This is an optimization exercise on Yosys and OpenROAD, whose aim is small area, a short achievable clock period and few clock cycles, not a production implementation.
In this exercise RTL edits were held to simulation tests only and were not proved equivalent to the original.
Power figures rest on the tool's default switching activity, not on a simulated workload.

File: run.sh
#!/bin/bash
# synth_recipe.tcl (not shown) runs the flow's synth.tcl, then flattens the netlist and writes it again
# the make line also repeats each setting of config.mk as NAME=value (left out here)
make -C /OpenROAD-flow-scripts/flow DESIGN_CONFIG=/design/flow/config.mk WORK_HOME=/design/flow/orfs CLKGATE_MAP_FILE= SYNTH_SCRIPT=/design/flow/synth_recipe.tcl finish
File: config.mk
export PLATFORM = sky130hd
export DESIGN_NAME = queen_top
export DESIGN_NICKNAME = queen_top
export VERILOG_FILES = /design/flow/design.v
export SDC_FILE = /design/flow/constraint.sdc
export NUM_CORES = 4
export LEC_CHECK = 0
export CAP_MARGIN = 20
export CORE_MARGIN = 2
export CORE_UTILIZATION = 40
export SLEW_MARGIN = 20
File: constraint.sdc
create_clock -name core_clock -period 8.0 [get_ports {clk}]
set_input_delay 1.6000 -clock core_clock [delete_from_list [all_inputs] [get_ports {clk}]]
set_output_delay 1.6000 -clock core_clock [all_outputs]
set_load 0.01 [all_outputs]
File: design.v
package queen_pkg;
    localparam int MAX_BOARD = 16;
    typedef logic [$clog2(MAX_BOARD)-1:0] coord_t;
    typedef logic [MAX_BOARD-1:0] row_mask_t;
    typedef enum logic [2:0] {
        S_IDLE  = 3'd0,
        S_LOAD  = 3'd1,
        S_BUILD = 3'd2,
        S_PLACE = 3'd3,
        S_BACK  = 3'd4,
        S_NOSOL = 3'd5,
        S_EMIT  = 3'd6
    } search_state_t;
endpackage
`timescale 1ns/100ps
module queen_input #(
    parameter int BOARD_N = 12
) (
    input  logic                 in_valid,
    input  queen_pkg::coord_t    col,
    input  logic                 idle,
    input  logic                 accepting,
    output logic                 first_beat,
    output logic [BOARD_N-1:0]   col_we
);
    logic wr_en;
    assign wr_en      = in_valid && accepting;
    assign first_beat = in_valid && idle;
    always_comb begin
        for (int c = 0; c < BOARD_N; c++) begin
            col_we[c] = wr_en && (col == queen_pkg::coord_t'(c));
        end
    end
endmodule
`timescale 1ns/100ps
module queen_attack #(
    parameter int BOARD_N = 12,
    parameter int DW      = 2 * BOARD_N - 1
) (
    input  logic [BOARD_N-1:0]   rq,
    input  logic [DW-1:0]        pq,
    input  logic [DW-1:0]        qq,
    input  queen_pkg::coord_t    col_q,
    input  logic [BOARD_N-1:0]   fixed_rel,    
    output logic [BOARD_N-1:0]   free_rows,    
    output logic                 dead          
);
    always_comb begin
        for (int r = 0; r < BOARD_N; r++) begin
            free_rows[r] = !(rq[r] || pq[r] || qq[r]);
        end
    end
    always_comb begin
        logic any_free;
        dead = 1'b0;
        for (int d = 1; d < BOARD_N; d++) begin
            any_free = 1'b0;
            for (int r = 0; r < BOARD_N; r++) begin
                any_free = any_free ||
                           !(rq[r] || pq[(r - d + DW) % DW] || qq[(r + d) % DW]);
            end
            if ((col_q <= queen_pkg::coord_t'(BOARD_N - 1 - d)) && !fixed_rel[d] && !any_free) begin
                dead = 1'b1;
            end
        end
    end
endmodule
`timescale 1ns/100ps
module queen_search #(
    parameter int BOARD_N = 12,
    parameter int DW      = 2 * BOARD_N - 1
) (
    input  logic                     clk,
    input  logic                     rst_n,
    input  logic                     in_valid,
    input  queen_pkg::coord_t        row,
    input  logic                     first_beat,
    input  logic [BOARD_N-1:0]       col_we,
    input  logic [BOARD_N-1:0]       free_rows,
    input  logic                     dead,
    output logic                     idle,
    output logic                     accepting,
    output logic                     busy,
    output logic [BOARD_N-1:0]       rq,
    output logic [DW-1:0]            pq,
    output logic [DW-1:0]            qq,
    output queen_pkg::coord_t        col_q,
    output logic [BOARD_N-1:0]       fixed_rel,
    output logic                     emit,
    output queen_pkg::coord_t        head_row,
    output logic                     no_solution
);
    queen_pkg::search_state_t state_q;
    queen_pkg::coord_t        start_q;
    queen_pkg::coord_t        rw_q [BOARD_N];
    logic [BOARD_N-1:0]       fx_q;
    logic                     searching;
    logic                     cur_fixed;
    logic [BOARD_N-1:0]       cand;
    logic [BOARD_N-1:0]       pick_oh;
    queen_pkg::coord_t        pick_row;
    logic                     fail;
    logic                     fwd;
    logic                     back;
    logic                     place;
    queen_pkg::coord_t        prev_row;
    logic [BOARD_N-1:0]       prev_oh;
    logic                     prev_fixed;
    logic                     conflict;
    logic                     last_col;
    logic                     first_col;
    logic [DW-1:0]            pq_back;
    logic [DW-1:0]            qq_back;
    logic [DW-1:0]            prev_oh_w;
    logic [DW-1:0]            pick_oh_w;
    logic [DW-1:0]            add_w;
    assign idle      = (state_q == queen_pkg::S_IDLE);
    assign accepting = idle || (state_q == queen_pkg::S_LOAD);
    assign busy      = !idle;
    assign emit      = (state_q == queen_pkg::S_EMIT);
    assign no_solution = (state_q == queen_pkg::S_NOSOL);
    assign head_row  = rw_q[0];
    assign fixed_rel = fx_q;
    assign searching = (state_q == queen_pkg::S_PLACE) || (state_q == queen_pkg::S_BACK);
    assign cur_fixed = fx_q[0];
    assign last_col  = (col_q == queen_pkg::coord_t'(BOARD_N - 1));
    assign first_col = (col_q == '0);
    always_comb begin
        for (int r = 0; r < BOARD_N; r++) begin
            cand[r] = free_rows[r] && (queen_pkg::coord_t'(r) >= start_q);
        end
    end
    always_comb begin
        pick_oh  = '0;
        pick_row = '0;
        for (int r = BOARD_N - 1; r >= 0; r--) begin
            if (cand[r]) begin
                pick_oh     = '0;
                pick_oh[r]  = 1'b1;
                pick_row    = queen_pkg::coord_t'(r);
            end
        end
    end
    assign fail  = (state_q == queen_pkg::S_BACK) || dead || (!cur_fixed && !(|cand));
    assign fwd   = (state_q == queen_pkg::S_PLACE) && !fail;
    assign place = fwd && !cur_fixed;
    assign back  = (searching && fail && !first_col) ||
                   (state_q == queen_pkg::S_BUILD);
    assign prev_row   = rw_q[BOARD_N - 1];
    assign prev_fixed = fx_q[BOARD_N - 1];
    always_comb begin
        prev_oh = '0;
        for (int r = 0; r < BOARD_N; r++) begin
            prev_oh[r] = (prev_row == queen_pkg::coord_t'(r));
        end
    end
    assign prev_oh_w = DW'(prev_oh);
    assign pick_oh_w = DW'(pick_oh);
    assign add_w     = place ? pick_oh_w : '0;
    assign pq_back  = {pq[0], pq[DW-1:1]};
    assign qq_back  = {qq[DW-2:0], qq[DW-1]};
    assign conflict = prev_fixed && (|(prev_oh & (rq | pq_back[BOARD_N-1:0] | qq_back[BOARD_N-1:0])));
    always_ff @(posedge clk or negedge rst_n) begin
        if (!rst_n) begin
            state_q <= queen_pkg::S_IDLE;
            col_q   <= '0;
            start_q <= '0;
        end else begin
            case (state_q)
                queen_pkg::S_IDLE: begin
                    if (in_valid) begin
                        state_q <= queen_pkg::S_LOAD;
                    end
                end
                queen_pkg::S_LOAD: begin
                    if (!in_valid) begin
                        state_q <= queen_pkg::S_BUILD;
                        col_q   <= queen_pkg::coord_t'(BOARD_N);
                    end
                end
                queen_pkg::S_BUILD: begin
                    col_q <= col_q - queen_pkg::coord_t'(1);
                    if (conflict) begin
                        state_q <= queen_pkg::S_NOSOL;
                    end else if (col_q == queen_pkg::coord_t'(1)) begin
                        state_q <= queen_pkg::S_PLACE;
                        start_q <= '0;
                    end
                end
                queen_pkg::S_PLACE, queen_pkg::S_BACK: begin
                    if (fwd) begin
                        start_q <= '0;
                        if (last_col) begin
                            state_q <= queen_pkg::S_EMIT;
                            col_q   <= '0;
                        end else begin
                            col_q <= col_q + queen_pkg::coord_t'(1);
                        end
                    end else if (first_col) begin
                        state_q <= queen_pkg::S_NOSOL;
                    end else begin
                        col_q <= col_q - queen_pkg::coord_t'(1);
                        if (prev_fixed) begin
                            state_q <= queen_pkg::S_BACK;
                        end else begin
                            state_q <= queen_pkg::S_PLACE;
                            start_q <= prev_row + queen_pkg::coord_t'(1);
                        end
                    end
                end
                queen_pkg::S_NOSOL: begin
                    state_q <= queen_pkg::S_IDLE;
                end
                queen_pkg::S_EMIT: begin
                    col_q <= col_q + queen_pkg::coord_t'(1);
                    if (last_col) begin
                        state_q <= queen_pkg::S_IDLE;
                    end
                end
                default: state_q <= queen_pkg::S_IDLE;
            endcase
        end
    end
    always_ff @(posedge clk) begin
        if (accepting) begin
            rq <= '0;
            pq <= '0;
            qq <= '0;
        end else if (fwd) begin
            if (place) begin
                rq <= rq | pick_oh;
            end
            pq <= {pq[DW-2:0] | add_w[DW-2:0], pq[DW-1] | add_w[DW-1]};
            qq <= {qq[0] | add_w[0], qq[DW-1:1] | add_w[DW-1:1]};
        end else if (back) begin
            if (state_q == queen_pkg::S_BUILD) begin
                if (prev_fixed) begin
                    rq <= rq | prev_oh;
                    pq <= pq_back | prev_oh_w;
                    qq <= qq_back | prev_oh_w;
                end else begin
                    pq <= pq_back;
                    qq <= qq_back;
                end
            end else begin
                if (!prev_fixed) begin
                    rq <= rq & ~prev_oh;
                    pq <= pq_back & ~prev_oh_w;
                    qq <= qq_back & ~prev_oh_w;
                end else begin
                    pq <= pq_back;
                    qq <= qq_back;
                end
            end
        end
    end
    always_ff @(posedge clk) begin
        if (accepting) begin
            for (int c = 0; c < BOARD_N; c++) begin
                if (col_we[c]) begin
                    rw_q[c] <= row;
                    fx_q[c] <= 1'b1;
                end else if (first_beat) begin
                    fx_q[c] <= 1'b0;
                end
            end
        end else if (fwd || emit) begin
            for (int c = 0; c < BOARD_N - 1; c++) begin
                rw_q[c] <= rw_q[c + 1];
                fx_q[c] <= fx_q[c + 1];
            end
            rw_q[BOARD_N - 1] <= place ? pick_row : rw_q[0];
            fx_q[BOARD_N - 1] <= fx_q[0];
        end else if (back) begin
            for (int c = 1; c < BOARD_N; c++) begin
                rw_q[c] <= rw_q[c - 1];
                fx_q[c] <= fx_q[c - 1];
            end
            rw_q[0] <= rw_q[BOARD_N - 1];
            fx_q[0] <= fx_q[BOARD_N - 1];
        end
    end
endmodule
`timescale 1ns/100ps
module queen_output (
    input  logic                 emit,
    input  queen_pkg::coord_t    head_row,
    output logic                 out_valid,
    output queen_pkg::coord_t    out
);
    assign out_valid = emit;
    assign out       = emit ? head_row : '0;
endmodule
`timescale 1ns/100ps
module queen_top #(
    parameter int BOARD_N = 12
) (
    input  logic   clk,
    input  logic   rst_n,
    input  logic   in_valid,
    input  queen_pkg::coord_t row,
    input  queen_pkg::coord_t col,
    output logic   busy,
    output logic   out_valid,
    output queen_pkg::coord_t out,
    output logic   no_solution
);
    localparam int DW = 2 * BOARD_N - 1;
    logic                 idle;
    logic                 accepting;
    logic                 first_beat;
    logic [BOARD_N-1:0]   col_we;
    logic [BOARD_N-1:0]   free_rows;
    logic                 dead;
    logic [BOARD_N-1:0]   rq;
    logic [DW-1:0]        pq;
    logic [DW-1:0]        qq;
    queen_pkg::coord_t    col_q;
    logic [BOARD_N-1:0]   fixed_rel;
    logic                 emit;
    queen_pkg::coord_t    head_row;
    queen_input #(.BOARD_N(BOARD_N)) u_queen_input (
        .in_valid   (in_valid),
        .col        (col),
        .idle       (idle),
        .accepting  (accepting),
        .first_beat (first_beat),
        .col_we     (col_we)
    );
    queen_attack #(.BOARD_N(BOARD_N), .DW(DW)) u_queen_attack (
        .rq        (rq),
        .pq        (pq),
        .qq        (qq),
        .col_q     (col_q),
        .fixed_rel (fixed_rel),
        .free_rows (free_rows),
        .dead      (dead)
    );
    queen_search #(.BOARD_N(BOARD_N), .DW(DW)) u_queen_search (
        .clk         (clk),
        .rst_n       (rst_n),
        .in_valid    (in_valid),
        .row         (row),
        .first_beat  (first_beat),
        .col_we      (col_we),
        .free_rows   (free_rows),
        .dead        (dead),
        .idle        (idle),
        .accepting   (accepting),
        .busy        (busy),
        .rq          (rq),
        .pq          (pq),
        .qq          (qq),
        .col_q       (col_q),
        .fixed_rel   (fixed_rel),
        .emit        (emit),
        .head_row    (head_row),
        .no_solution (no_solution)
    );
    queen_output u_queen_output (
        .emit      (emit),
        .head_row  (head_row),
        .out_valid (out_valid),
        .out       (out)
    );
endmodule
==> key figures <==
Power
  – Clock power share: 16.5%
  – Peak supply drop: 0.270 mV
  – Internal power: about 2.5 mW
  – Share of total power in combinational logic: 49.4%
  – Leakage Power: 3.35 nW
  – Sequential Power Share: 34.1%
  – Switching Fraction: 50.5%
  – Final Power: 5.00 mW
  – Sw power: 2.52 mW
  – Pwr Density: 507 nW/um^2

Synthesis
  – Avg Inst Size Synth: 7.88 sq um
  – Synthesis-stage register bit count: 129
  – Yosys cell types: 80
  – Post-Synthesis Cells: between 1000 and 1500
  – Ys flop type: edfxtp_1
  – Seq/Total Area, Yosys: a little over a third
  – Post-Syn Nets: 1189
  – Async S/R FF share, synth: roughly 8.5%
  – Post-Syn Area: a little over 9000 sq um
  – Post-synth EDFFs: 60
  – Ys Warns: 4

Finish
  – Antenna cells: 0
  – Number of filler cells placed in the layout: 2267
  – Share of layout cells above drive strength 1: 7.21%
  – Area growth syn-to-layout: 6.95%
  – Layout net count: 1116

Hold path
  – Hold path endpoint: u_queen_search.qq[22]$_SDFFE_PN0P_
  – Hold path depth: 2
  – Hold crit path type: flop to flop
  – Hold path startpoint: u_queen_search.qq[22]$_SDFFE_PN0P_

Global route
  – GRT Overall Usage: 27.5%
  – Vias in the first global route: 8698
  – Initial antenna violation count: 1
  – First-pass GRT wire length: 52100 um
  – Total grt overflow: 0
  – Pin count of the biggest net entering global routing: 77

Worst setup path
  – Worst EP arrival: 3.06 ns
  – R2R setup slack: 3.89 ns
  – Critical path class: flop to output pin
  – Req. time, crit path: 6.40 ns
  – R2r endpoint: u_queen_search.rw_q[11][3]$_DFFE_PP_
  – Critical Path End Type: output pin
  – CP max FO: 13
  – Reg2reg start: u_queen_search.col_q[0]$_DFFE_PN0P_
  – Reg2Reg Depth: 12
  – Startpoint Class: flop

Floorplan
  – Initial Util: 40.7%
  – I/O pin total: 18
  – Die W: 156 um
  – Die ar.: ~24000 sq um
  – Total number of placement rows: 55
  – Die Ht: about 160 um
  – Total core area: between 20000 and 25000 sq um

STA
  – Period utilization: 58.3%
  – Slew HR: 41.7%
  – FMAX: 215 MHz
  – Setup violators final: 0
  – Period minus WS final: approximately 4.7 ns
  – Final Skew: between 0.01 and 0.015 ns
  – RSZ-0062 raised after global routing: no
  – Final hold violations: 0
  – Slew Viols, Final: 0
  – Transition time of the tightest slew-check pin: between 0.8 and 0.9 ns
  – Setup TNS: 0 ns

Routing
  – Initial DRC Count: between 1000 and 1500
  – M1 wire length: around 14000 um
  – Met3 routed WL: 3680 um
  – Vias/cell: slightly below 7
  – Wire length per cell: 24.0 um
  – Via count: just under 10000
  – Met2 WL post-DR: 14700 um
  – Final ANT Viol Nets: 0
  – Detailed Route WL: 33500 um
  – Drt pass-1 iters: 8
  – Remaining DRCs: 0
  – Uppermost layer routed: met4

Placed design
  – Final GP Congestion: between 0.9 and 1
  – IO buf count: 17
  – Detailed Place HPWL: 21700 um

CTS
  – H-tree lvl count: 4
  – Clk sinks: 129
  – Post-CTS Setup Bufs: 0
  – Root Driver: clkbuf_16
  – Post-cts sizing count: 0
  – Clk latency of the worst-skew pair: 0.44 ns
  – Clock transition at path regs: 0.07 ns
  – CTS max path bufs: 2
  – TritonCTS clock tree: done
  – CTS buffer count: 17
  – Post-CTS Hold Buffers: 0

Run status
  – Status: finished clean

Flow run
  – Max Cap Viol: 0
[critical path: stages (launching register included)]
cell,delay [ns]
dfrtp_1,0.54
inv_1,0.42
nand3_1,0.47
inv_1,0.46
and2_1,0.19
clkdlybuf4s50_1,0.53
[cells in the final DEF, fill, tap and decap left out, drive strengths merged, types with 11 or more instances in the layout]
master	count
or3	12
nand3	27
o21ai	77
a221o	56
o22ai	11
a31oi	16
a211oi	16
mux2i	14
a311oi	21
dfrtp	11
clkbuf	17
dfxtp	58
nor3	157
edfxtp	60
clkdlybuf4s50	17
inv	25
and3	12
nand2	140
a21oi	64
nor2	126
nor4	32
[cells by family after synthesis]
| family | count (synthesis) | share of synthesized area [%] |
|---|---|---|
| AND/OR/NAND/NOR | 550 | 28.4 |
| AO/OA/AOI/OAI | 328 | 26.0 |
| buffers and inverters | 135 | 7.18 |
| flip-flops | 129 | 35.1 |
| multiplexers | 17 | 1.93 |
| adder cells (fa/ha/maj) | 8 | 1.09 |
| XOR/XNOR | 3 | 0.285 |
[layer usage]
metal / track usage (%) / vias to the layer above
met2: 40.9 / 672
li1: - / 4286
met1: 39.0 / 4550
met3: 5.97 / 128
met5: 0 / -
met4: 10.7 / 0
[synth_stat cells (all sizes together) (12+ instances only)]
cell type  number  share of area (%)
buf            58                4.0
nor3          157                8.6
dfxtp          58                 13
or3            12               0.81
edfxtp         60                 20
nor4           32                2.2
nand3          27                1.6
a31oi          16                1.2
inv            16               0.65
a311oi         21                2.3
mux2i          14                1.5
a221o          56                6.1
clkbuf         61                2.5
nand2         140                5.8
a21oi          64                3.5
and3           12               0.92
a211oi         16                1.4
nor2          126                5.3
o21ai          77                4.2
[how the worst max path moves through the flow]
stage | from | endpoint | slack [ns]
after floorplan | u_queen_search.state_q[2]$_DFFE_PN0P_ | busy | 4.67
after global placement | u_queen_search.state_q[0]$_DFFE_PN0P_ | out[0] | 3.77
after detailed placement | u_queen_search.state_q[0]$_DFFE_PN0P_ | out[3] | 3.81
after CTS | u_queen_search.state_q[0]$_DFFE_PN0P_ | out[3] | 3.32
after global routing | u_queen_search.state_q[0]$_DFFE_PN0P_ | out[3] | 3.17
final | u_queen_search.state_q[0]$_DFFE_PN0P_ | out[3] | 3.34
[power groups by stage]
stage / sequential (mW) / combinational [mW] / clock [mW]
CTS: 1.66 / 2.42 / 0.831
global route: 1.72 / 2.71 / 0.859
floorplan: 1.28 / 2.14 / 0
detailed placement: 1.67 / 2.41 / 0
global placement: 1.68 / 2.39 / 0
finish: 1.70 / 2.47 / 0.826
[final cells by class]
cell class              count  area, sq um  share of cell area [%]
flip-flops and latches    129         3240                    32.8
clock buffers              17          425                    4.31
repair buffers             27          245                    2.49
clock inverters            15          189                    1.92
well taps                 285          357                    3.62
multi-input cells         906         5350                    54.2
inverters                  16         60.1                   0.609
[state kept, by name, summed over array words and instances (netlist names), named ones only]
signal                  count
u_queen_search.rw_q        48
u_queen_search.pq          23
u_queen_search.qq          23
u_queen_search.fx_q        12
u_queen_search.col_q        4
u_queen_search.start_q      4
u_queen_search.state_q      3
[stage by stage]
step | instances | hold slack, ns | utilization [%] | instance area (sq um) | setup WS [ns]
6_report | 1395 | 0.562 | 43.6 | 9860 | 3.34
3_3_place_gp | 1363 | 0.539 | 40.8 | 9250 | 3.77
4_1_cts | 1395 | 0.559 | 43.6 | 9860 | 3.32
5_1_grt | 1395 | 0.600 | 43.6 | 9860 | 3.17
2_1_floorplan | 1170 | 0.477 | - | 9220 | 4.67
3_5_place_dp | 1363 | 0.550 | 40.8 | 9250 | 3.81
Testbench counts, summed over its fixed seeds: cycles 43,011.

==> static timing again, ports no longer ideal <==
Ports are ideal in the flow. The routed layout listed here was re-timed in OpenROAD.
Step 1 assumes that a clkbuf_16 drives the clock port and a buf_2 every other input.
Step 2 also shifts input and output timing later by t, the mid clock arrival at the registers, as if the neighbouring blocks saw the same clock.
Slacks: no drivers / after step 1 / after step 2; pairs: no drivers / after step 1.
shift t [ns]: 0.484
setup slack, ns: 3.339 / 3.291 / 3.775
clock arrival spread, ns: 0.015 / 0.014
pins driven straight from the clock port: 1
After both steps this run still meets setup and hold. The setup slack of this run moves by -0.048 ns with the drivers and by +0.436 ns with both steps.
